Context: an optimization exercise on an open-source flow, tuned for small area, a short achievable clock period and few clock cycles per item. The choices shown serve that exercise and are no tape-out recipe. RTL that was checked went through simulation tests only; none was proved equivalent to the original. Power and IR drop assume default switching activity.

the reference run:
==> flow/design.v <==
`default_nettype none
package rv_pkg;
  localparam int XLEN = 32;
  typedef logic [XLEN-1:0] xlen_t;
endpackage
`default_nettype wire
`timescale 1ns/10ps
`default_nettype none
module rv_exec_top (
  input  wire logic        clk,
  input  wire logic        rst_n,
  input  wire logic        in_valid,
  output logic             in_ready,
  input  wire logic [31:0] in_insn,
  input  wire logic [31:0] in_pc,
  input  wire logic [31:0] in_rs1_data,
  input  wire logic [31:0] in_rs2_data,
  output logic             out_valid,
  input  wire logic        out_ready,
  output logic [4:0]       out_rd,
  output logic             out_wb_en,
  output logic [31:0]      out_wdata,
  output logic             out_br_taken,
  output logic [31:0]      out_next_pc,
  output logic             out_illegal
);
  logic [31:0] insn, pc, a, b;
  assign insn = in_insn;
  assign pc   = in_pc;
  assign a    = in_rs1_data;
  assign b    = in_rs2_data;
  logic [2:0] f3;
  logic [6:0] f7;
  logic       f7_base, f7_alt;
  logic       is_op, is_opimm, is_lui, is_auipc, is_jal, is_jalr, is_br;
  assign f3      = insn[14:12];
  assign f7      = insn[31:25];
  assign f7_base = (f7 == 7'b0000000);
  assign f7_alt  = (f7 == 7'b0100000);
  assign is_op    = (insn[6:0] == 7'b0110011);
  assign is_opimm = (insn[6:0] == 7'b0010011);
  assign is_lui   = (insn[6:0] == 7'b0110111);
  assign is_auipc = (insn[6:0] == 7'b0010111);
  assign is_jal   = (insn[6:0] == 7'b1101111);
  assign is_jalr  = (insn[6:0] == 7'b1100111);
  assign is_br    = (insn[6:0] == 7'b1100011);
  logic illegal;
  always_comb begin
    illegal = 1'b1;
    if (is_op)
      illegal = !(f7_base || (f7_alt && (f3 == 3'b000 || f3 == 3'b101)));
    else if (is_opimm)
      illegal = (f3 == 3'b001) ? !f7_base :
                (f3 == 3'b101) ? !(f7_base || f7_alt) : 1'b0;
    else if (is_lui || is_auipc || is_jal)
      illegal = 1'b0;
    else if (is_jalr)
      illegal = (f3 != 3'b000);
    else if (is_br)
      illegal = (f3[2:1] == 2'b01);
  end
  logic writes;
  assign writes = is_op | is_opimm | is_lui | is_auipc | is_jal | is_jalr;
  logic [31:0] imm_i, imm_u, imm_b, imm_j;
  assign imm_i = {{20{insn[31]}}, insn[31:20]};
  assign imm_u = {insn[31:12], 12'b0};
  assign imm_b = {{20{insn[31]}}, insn[7], insn[30:25], insn[11:8], 1'b0};
  assign imm_j = {{12{insn[31]}}, insn[19:12], insn[20], insn[30:21], 1'b0};
  logic [31:0] op_b;
  logic        sub;
  logic [32:0] diff;
  logic        lt_u, lt_s, eq;
  logic [31:0] x_ab;
  assign op_b = insn[5] ? b : imm_i;
  assign sub  = (f3 != 3'b000) | (insn[5] & insn[30]);
  assign diff = {1'b0, a} + {1'b0, sub ? ~op_b : op_b} + {32'd0, sub};
  assign lt_u = ~diff[32];
  assign lt_s = (a[31] ^ op_b[31]) ? a[31] : diff[31];
  assign x_ab = a ^ op_b;
  assign eq   = (x_ab == 32'd0);
  logic        sh_left;
  logic        sh_fill;
  logic [4:0]  shamt;
  logic [31:0] sh_in, sh_out, sh_res;
  assign sh_left = ~f3[2];
  assign sh_fill = insn[30] & a[31] & f3[2];
  assign shamt   = op_b[4:0];
  always_comb begin
    for (int i = 0; i < 32; i++) sh_in[i] = sh_left ? a[31-i] : a[i];
  end
  assign sh_out = 32'($signed({sh_fill, sh_in}) >>> shamt);
  always_comb begin
    for (int i = 0; i < 32; i++) sh_res[i] = sh_left ? sh_out[31-i] : sh_out[i];
  end
  logic [31:0] alu_res;
  always_comb begin
    case (f3)
      3'b000:  alu_res = diff[31:0];
      3'b010:  alu_res = {31'd0, lt_s};
      3'b011:  alu_res = {31'd0, lt_u};
      3'b100:  alu_res = x_ab;
      3'b110:  alu_res = a | op_b;
      3'b111:  alu_res = a & op_b;
      default: alu_res = sh_res;
    endcase
  end
  logic [31:0] pc_inc;
  logic [31:0] t_base, t_imm, t_sum;
  assign pc_inc = {pc[31:2] + 30'd1, pc[1:0]};
  assign t_base = is_jalr ? a : pc;
  assign t_imm  = insn[4] ? imm_u : insn[3] ? imm_j : insn[2] ? imm_i : imm_b;
  assign t_sum  = t_base + t_imm;
  logic cond, taken, redirect;
  always_comb begin
    case (f3[2:1])
      2'b00:   cond = eq;
      2'b10:   cond = lt_s;
      default: cond = lt_u;
    endcase
  end
  assign taken    = is_br & ~illegal & (cond ^ f3[0]);
  assign redirect = taken | ((is_jal | is_jalr) & ~illegal);
  logic [31:0] wdata, next_pc;
  always_comb begin
    if (is_lui)                wdata = imm_u;
    else if (is_auipc)         wdata = t_sum;
    else if (is_jal | is_jalr) wdata = pc_inc;
    else                       wdata = alu_res;
  end
  assign next_pc = redirect ? {t_sum[31:1], t_sum[0] & ~is_jalr} : pc_inc;
  assign in_ready = ~out_valid | out_ready;
  always_ff @(posedge clk or negedge rst_n) begin
    if (!rst_n) begin
      out_valid <= 1'b0;
    end else if (in_ready) begin
      out_valid <= in_valid;
    end
  end
  always_ff @(posedge clk) begin
    if (in_ready) begin
      out_rd       <= insn[11:7];
      out_wb_en    <= writes & ~illegal & (insn[11:7] != 5'd0);
      out_wdata    <= wdata;
      out_br_taken <= taken;
      out_next_pc  <= next_pc;
      out_illegal  <= illegal;
    end
  end
endmodule
`default_nettype wire
make LEC_CHECK=0 CAP_MARGIN=20 CORE_MARGIN=2 CORE_UTILIZATION=40 SLEW_MARGIN=20 finish   # period 5.0 ns
run.sh (not shown) runs the stock make flow with config.mk's settings and CLKGATE_MAP_FILE= SYNTH_SCRIPT=/design/flow/synth_recipe.tcl, a recipe that flattens the netlist after the stock synthesis.
In summary, the reference run completed successfully, with a layout that passed the timing, DRC and antenna checks.
The inputs of the trial run differ from those of the reference run as listed below.
--- a/flow/design.v
+++ b/flow/design.v
@@ -106,29 +106,22 @@
   end
   logic [31:0] pc_inc;
   logic [31:0] t_base, t_imm, t_sum;
   assign pc_inc = {pc[31:2] + 30'd1, pc[1:0]};
-  assign t_base = is_jalr ? a : pc;
+  assign t_base = is_jalr ? a : is_lui ? 32'd0 : pc;
   assign t_imm  = insn[4] ? imm_u : insn[3] ? imm_j : insn[2] ? imm_i : imm_b;
   assign t_sum  = t_base + t_imm;
-  logic cond, taken, redirect;
-  always_comb begin
-    case (f3[2:1])
-      2'b00:   cond = eq;
-      2'b10:   cond = lt_s;
-      default: cond = lt_u;
-    endcase
-  end
-  assign taken    = is_br & ~illegal & (cond ^ f3[0]);
-  assign redirect = taken | ((is_jal | is_jalr) & ~illegal);
-  logic [31:0] wdata, next_pc;
-  always_comb begin
-    if (is_lui)                wdata = imm_u;
-    else if (is_auipc)         wdata = t_sum;
-    else if (is_jal | is_jalr) wdata = pc_inc;
-    else                       wdata = alu_res;
-  end
-  assign next_pc = redirect ? {t_sum[31:1], t_sum[0] & ~is_jalr} : pc_inc;
+  logic        wsel_link_q;    
+  logic        wsel_tgt_q;     
+  logic [31:0] alu_q;
+  logic [31:0] tgt_q;
+  logic [31:0] seq_q;
+  logic        jump_q;         
+  logic        br_q;           
+  logic        inv_q;          
+  logic        sel_eq_q;       
+  logic        sel_lts_q;      
+  logic        eq_q, lts_q, ltu_q;
   assign in_ready = ~out_valid | out_ready;
   always_ff @(posedge clk or negedge rst_n) begin
     if (!rst_n) begin
       out_valid <= 1'b0;
@@ -137,14 +130,29 @@
     end
   end
   always_ff @(posedge clk) begin
     if (in_ready) begin
-      out_rd       <= insn[11:7];
-      out_wb_en    <= writes & ~illegal & (insn[11:7] != 5'd0);
-      out_wdata    <= wdata;
-      out_br_taken <= taken;
-      out_next_pc  <= next_pc;
-      out_illegal  <= illegal;
+      out_rd      <= insn[11:7];
+      out_wb_en   <= writes & ~illegal & (insn[11:7] != 5'd0);
+      out_illegal <= illegal;
+      wsel_link_q <= is_jal | is_jalr;
+      wsel_tgt_q  <= is_lui | is_auipc;
+      alu_q       <= alu_res;
+      tgt_q       <= {t_sum[31:1], t_sum[0] & ~is_jalr};
+      seq_q       <= pc_inc;
+      jump_q      <= (is_jal | is_jalr) & ~illegal;
+      br_q        <= is_br & ~illegal;
+      inv_q       <= f3[0];
+      sel_eq_q    <= ~f3[2];
+      sel_lts_q   <= ~f3[1];
+      eq_q        <= eq;
+      lts_q       <= lt_s;
+      ltu_q       <= lt_u;
     end
   end
+  logic cond_q;
+  assign cond_q       = sel_eq_q ? eq_q : sel_lts_q ? lts_q : ltu_q;
+  assign out_br_taken = br_q & (cond_q ^ inv_q);
+  assign out_next_pc  = (out_br_taken | jump_q) ? tgt_q : seq_q;
+  assign out_wdata    = wsel_link_q ? seq_q : wsel_tgt_q ? tgt_q : alu_q;
 endmodule
 `default_nettype wire
Results
- Area of the multi-input gates is higher on the reference run
- Delta (the trial run minus the reference run): worst slew slack as a fraction of its limit higher, post-synthesis share of cell area spent on and, or, nand and nor gates now sits lower, final estimated routing congestion in global placement fell by about 5.3%.
- Summary: with the reference run as the reference, routed wirelength normalized by instance count in the trial run moved down by a little under 10%.
- Taking the reference run as the reference, in the trial run share of total power in sequential cells now larger, layout buffering overhead excluding clock cells now smaller, placed cell area comparable, die area now larger, combinational share of power now smaller.
- Slowest cell on the critical path: or4b_2 -> the trial run, or4_1 -> the reference run
- Of the reference run and the trial run, the trial run shows the higher area after synthesis, with the reference run below it.
Function was not checked in any run of this note: the RTL went through the layout flow alone.

---

Another version of the RTL of rv_exec_top (not shown whole).
For scale: roughly 73 flip-flops, about 210 I/O pins, ~10000 µm² of cells after synthesis.
==> module rv_exec_top, before the edit <==
module rv_exec_top (
  input  wire logic        clk,
  input  wire logic        rst_n,
  input  wire logic        in_valid,
  output logic             in_ready,
  input  wire logic [31:0] in_insn,
  input  wire logic [31:0] in_pc,
  input  wire logic [31:0] in_rs1_data,
  input  wire logic [31:0] in_rs2_data,
  output logic             out_valid,
  input  wire logic        out_ready,
  output logic [4:0]       out_rd,
  output logic             out_wb_en,
  output logic [31:0]      out_wdata,
  output logic             out_br_taken,
  output logic [31:0]      out_next_pc,
  output logic             out_illegal
);
  logic [31:0] insn, pc, a, b;
  assign insn = in_insn;
  assign pc   = in_pc;
  assign a    = in_rs1_data;
  assign b    = in_rs2_data;
  logic [2:0] f3;
  logic [6:0] f7;
  logic       f7_base, f7_alt;
  logic       is_op, is_opimm, is_lui, is_auipc, is_jal, is_jalr, is_br;
  assign f3      = insn[14:12];
  assign f7      = insn[31:25];
  assign f7_base = (f7 == 7'b0000000);
  assign f7_alt  = (f7 == 7'b0100000);
  assign is_op    = (insn[6:0] == 7'b0110011);
  assign is_opimm = (insn[6:0] == 7'b0010011);
  assign is_lui   = (insn[6:0] == 7'b0110111);
  assign is_auipc = (insn[6:0] == 7'b0010111);
  assign is_jal   = (insn[6:0] == 7'b1101111);
  assign is_jalr  = (insn[6:0] == 7'b1100111);
  assign is_br    = (insn[6:0] == 7'b1100011);
  logic illegal;
  always_comb begin
    illegal = 1'b1;
    if (is_op)
      illegal = !(f7_base || (f7_alt && (f3 == 3'b000 || f3 == 3'b101)));
    else if (is_opimm)
      illegal = (f3 == 3'b001) ? !f7_base :
                (f3 == 3'b101) ? !(f7_base || f7_alt) : 1'b0;
    else if (is_lui || is_auipc || is_jal)
      illegal = 1'b0;
    else if (is_jalr)
      illegal = (f3 != 3'b000);
    else if (is_br)
      illegal = (f3[2:1] == 2'b01);
  end
  logic writes;
  assign writes = is_op | is_opimm | is_lui | is_auipc | is_jal | is_jalr;
  logic [31:0] imm_i, imm_u, imm_b, imm_j;
  assign imm_i = {{20{insn[31]}}, insn[31:20]};
  assign imm_u = {insn[31:12], 12'b0};
  assign imm_b = {{20{insn[31]}}, insn[7], insn[30:25], insn[11:8], 1'b0};
  assign imm_j = {{12{insn[31]}}, insn[19:12], insn[20], insn[30:21], 1'b0};
  logic [31:0] op_b;
  logic [31:0] x_ab;
  logic        lt_u, lt_s, eq;
  assign op_b = insn[5] ? b : imm_i;
  assign x_ab = a ^ op_b;
  assign eq   = (x_ab == 32'd0);
  lt_tree #(.W(32)) u_lt (
    .x (a), .y (op_b), .lt (lt_u)
  );
  assign lt_s = (a[31] ^ op_b[31]) ? a[31] : lt_u;
  logic        use_a, use_pc;
  logic        op_reg, sub;
  logic [31:0] imm, x_in, y_in, sum;
  assign use_a  = (insn[4] & ~insn[2]) | (insn[2] & ~insn[3] & ~insn[4]);
  assign use_pc = ~use_a & ~(insn[5] & insn[4] & insn[2]);
  assign op_reg = insn[5] & insn[4] & ~insn[2];
  assign sub    = op_reg & insn[30];
  always_comb begin
    if (insn[2])
      imm = insn[4] ? imm_u : insn[3] ? imm_j : imm_i;
    else
      imm = insn[6] ? imm_b : imm_i;
  end
  assign x_in = ({32{use_a}} & a) | ({32{use_pc}} & pc);
  assign y_in = op_reg ? (b ^ {32{sub}}) : imm;
  pfx_add #(.W(32)) u_add (
    .x (x_in), .y (y_in), .ci (sub), .s (sum)
  );
  logic        sh_left;
  logic        sh_fill;
  logic [4:0]  shamt;
  logic [31:0] sh_in, sh_out;
  assign sh_left = ~f3[2];
  assign sh_fill = insn[30] & a[31] & f3[2];
  assign shamt   = op_b[4:0];
  always_comb begin
    for (int i = 0; i < 32; i++) sh_in[i] = sh_left ? a[31-i] : a[i];
  end
  assign sh_out = 32'($signed({sh_fill, sh_in}) >>> shamt);
  logic [31:0] pc_inc;
  logic        cond, taken, redirect;
  pfx_add #(.W(30)) u_inc (
    .x (pc[31:2]), .y (30'd0), .ci (1'b1), .s (pc_inc[31:2])
  );
  assign pc_inc[1:0] = pc[1:0];
  always_comb begin
    case (f3[2:1])
      2'b00:   cond = eq;
      2'b10:   cond = lt_s;
      default: cond = lt_u;
    endcase
  end
  assign taken    = is_br & ~illegal & (cond ^ f3[0]);
  assign redirect = taken | ((is_jal | is_jalr) & ~illegal);
  logic [31:0] wdata, next_pc;
  logic        alu_form;
  logic        sel_sum, sel_link, sel_sll, sel_sr, sel_log, sel_slt;
  logic [31:0] log_res, sh_rev;
  assign alu_form = insn[4] & ~insn[2];
  assign sel_sum  = (insn[4] & insn[2]) | (alu_form & (f3 == 3'b000));
  assign sel_link = insn[6] & insn[2];
  assign sel_sll  = alu_form & (f3 == 3'b001);
  assign sel_sr   = alu_form & (f3 == 3'b101);
  assign sel_log  = alu_form & f3[2] & (f3[1] | ~f3[0]);
  assign sel_slt  = alu_form & (f3[2:1] == 2'b01);
  assign log_res = (x_ab & {32{~(f3[1] & f3[0])}}) | (a & op_b & {32{f3[1]}});
  always_comb begin
    for (int i = 0; i < 32; i++) sh_rev[i] = sh_out[31-i];
  end
  logic hold;
  assign hold  = ~in_ready;
  assign wdata = ({32{sel_sum  & in_ready}} & sum)
               | ({32{sel_link & in_ready}} & pc_inc)
               | ({32{sel_sll  & in_ready}} & sh_rev)
               | ({32{sel_sr   & in_ready}} & sh_out)
               | ({32{sel_log  & in_ready}} & log_res)
               | {31'd0, sel_slt & in_ready & (f3[0] ? lt_u : lt_s)}
               | ({32{hold}} & out_wdata);
  assign next_pc = ({32{redirect & in_ready}} & {sum[31:1], sum[0] & ~(insn[2] & ~insn[3])})
                 | ({32{~redirect & in_ready}} & pc_inc)
                 | ({32{hold}} & out_next_pc);
  assign in_ready = ~out_valid | out_ready;
  always_ff @(posedge clk or negedge rst_n) begin
    if (!rst_n) begin
      out_valid <= 1'b0;
    end else if (in_ready) begin
      out_valid <= in_valid;
    end
  end
  always_ff @(posedge clk) begin
    out_wdata   <= wdata;
    out_next_pc <= next_pc;
  end
  always_ff @(posedge clk) begin
    if (in_ready) begin
      out_rd       <= insn[11:7];
      out_wb_en    <= writes & ~illegal & (insn[11:7] != 5'd0);
      out_br_taken <= taken;
      out_illegal  <= illegal;
    end
  end
endmodule
export LEC_CHECK = 0
export CAP_MARGIN = 20
export CORE_MARGIN = 2
export CORE_UTILIZATION = 50
export GPL_TIMING_DRIVEN = 0
export SETUP_SLACK_MARGIN = 0.3
export SLEW_MARGIN = 20
export BUFFER_PORTS_ARGS = -buffer_cell sky130_fd_sc_hd__buf_1
create_clock -name core_clock -period 5.0 [get_ports {clk}]
standard.sh (not shown) runs the stock make flow with config.mk's settings and CLKGATE_MAP_FILE= SYNTH_SCRIPT=/design/flow/synth_recipe.tcl, a recipe that flattens the netlist after the stock synthesis.
==> flow/flow/run.sh <==
#!/bin/bash
set -euo pipefail
printf '%s\n' 'export BUFFER_PORTS_ARGS = -buffer_cell sky130_fd_sc_hd__buf_1' >> config.mk
bash standard.sh > standard.log 2>&1
Testbench counts at the start, summed over its fixed seeds: cycles 8,008, items 8,000.
Rerun with:
--- a/flow/design.v
+++ b/flow/design.v
@@ -183,16 +183,11 @@
     for (int i = 0; i < 32; i++) sh_rev[i] = sh_out[31-i];
   end
-  logic hold;
-  assign hold  = ~in_ready;
-  assign wdata = ({32{sel_sum  & in_ready}} & sum)
-               | ({32{sel_link & in_ready}} & pc_inc)
-               | ({32{sel_sll  & in_ready}} & sh_rev)
-               | ({32{sel_sr   & in_ready}} & sh_out)
-               | ({32{sel_log  & in_ready}} & log_res)
-               | {31'd0, sel_slt & in_ready & (f3[0] ? lt_u : lt_s)}
-               | ({32{hold}} & out_wdata);
-  assign next_pc = ({32{redirect & in_ready}} & {sum[31:1], sum[0] & ~(insn[2] & ~insn[3])})
-                 | ({32{~redirect & in_ready}} & pc_inc)
-                 | ({32{hold}} & out_next_pc);
+  assign wdata = ({32{sel_sum}}  & sum)
+               | ({32{sel_link}} & pc_inc)
+               | ({32{sel_sll}}  & sh_rev)
+               | ({32{sel_sr}}   & sh_out)
+               | ({32{sel_log}}  & log_res)
+               | {31'd0, sel_slt & (f3[0] ? lt_u : lt_s)};
+  assign next_pc = redirect ? {sum[31:1], sum[0] & ~(insn[2] & ~insn[3])} : pc_inc;
   assign in_ready = ~out_valid | out_ready;
   always_ff @(posedge clk or negedge rst_n) begin
@@ -204,12 +199,10 @@
   end
   always_ff @(posedge clk) begin
-    out_wdata   <= wdata;
-    out_next_pc <= next_pc;
-  end
-  always_ff @(posedge clk) begin
     if (in_ready) begin
       out_rd       <= insn[11:7];
       out_wb_en    <= writes & ~illegal & (insn[11:7] != 5'd0);
+      out_wdata    <= wdata;
       out_br_taken <= taken;
+      out_next_pc  <= next_pc;
       out_illegal  <= illegal;
     end
Effect: The new run passed the timing, DRC and antenna checks; synthesized area rises by 2.4%; routed wire length falls by 5.8%; clock-buffer cell count falls by 1; design area rises by 7.6%; combinational power stays flat; worst hold slack hardly moves; die area rises by 2.3%.
Testbench counts after the change, summed over its fixed seeds: cycles 8,008, items 8,000.

==> port drivers added, routing unchanged <==
Ports are ideal in the flow. The routed layouts listed here were re-timed in OpenROAD. Step 1 sets driving cells, clkbuf_16 on the clock port and buf_2 on the other inputs (assumed; they add their load-dependent delay and slew). Step 2, shift: input delay + t, output delay - t, t = (earliest + latest rising clock arrival at the registers) / 2. This alone moves slack from input paths to output paths. a / b / c = no drivers / after step 1 / after step 2; a / b = the first two.
run	shift t [ns]	setup WS [ns]	worst setup path at the end	latest minus earliest clock arrival (ns)	pins driven straight from the clock port
the reference run	0.403	0.069 / 0.085 / -0.318	input to register	0.015 / 0.014	1
the trial run	0.476	0.135 / 0.157 / -0.319	input to register	0.017 / 0.018	1
the first run of note 2	0.394	0.329 / 0.343 / -0.051	input to register	0.013 / 0.012	1
the second run of note 2	0.397	0.262 / 0.278 / -0.119	input to register	0.011 / 0.011	1
With both steps, setup timing fails in every run listed, where it was met with ideal ports. For the trial run, which loses most, drivers alone change the setup slack by +0.022 ns; drivers and shift together by -0.454 ns.
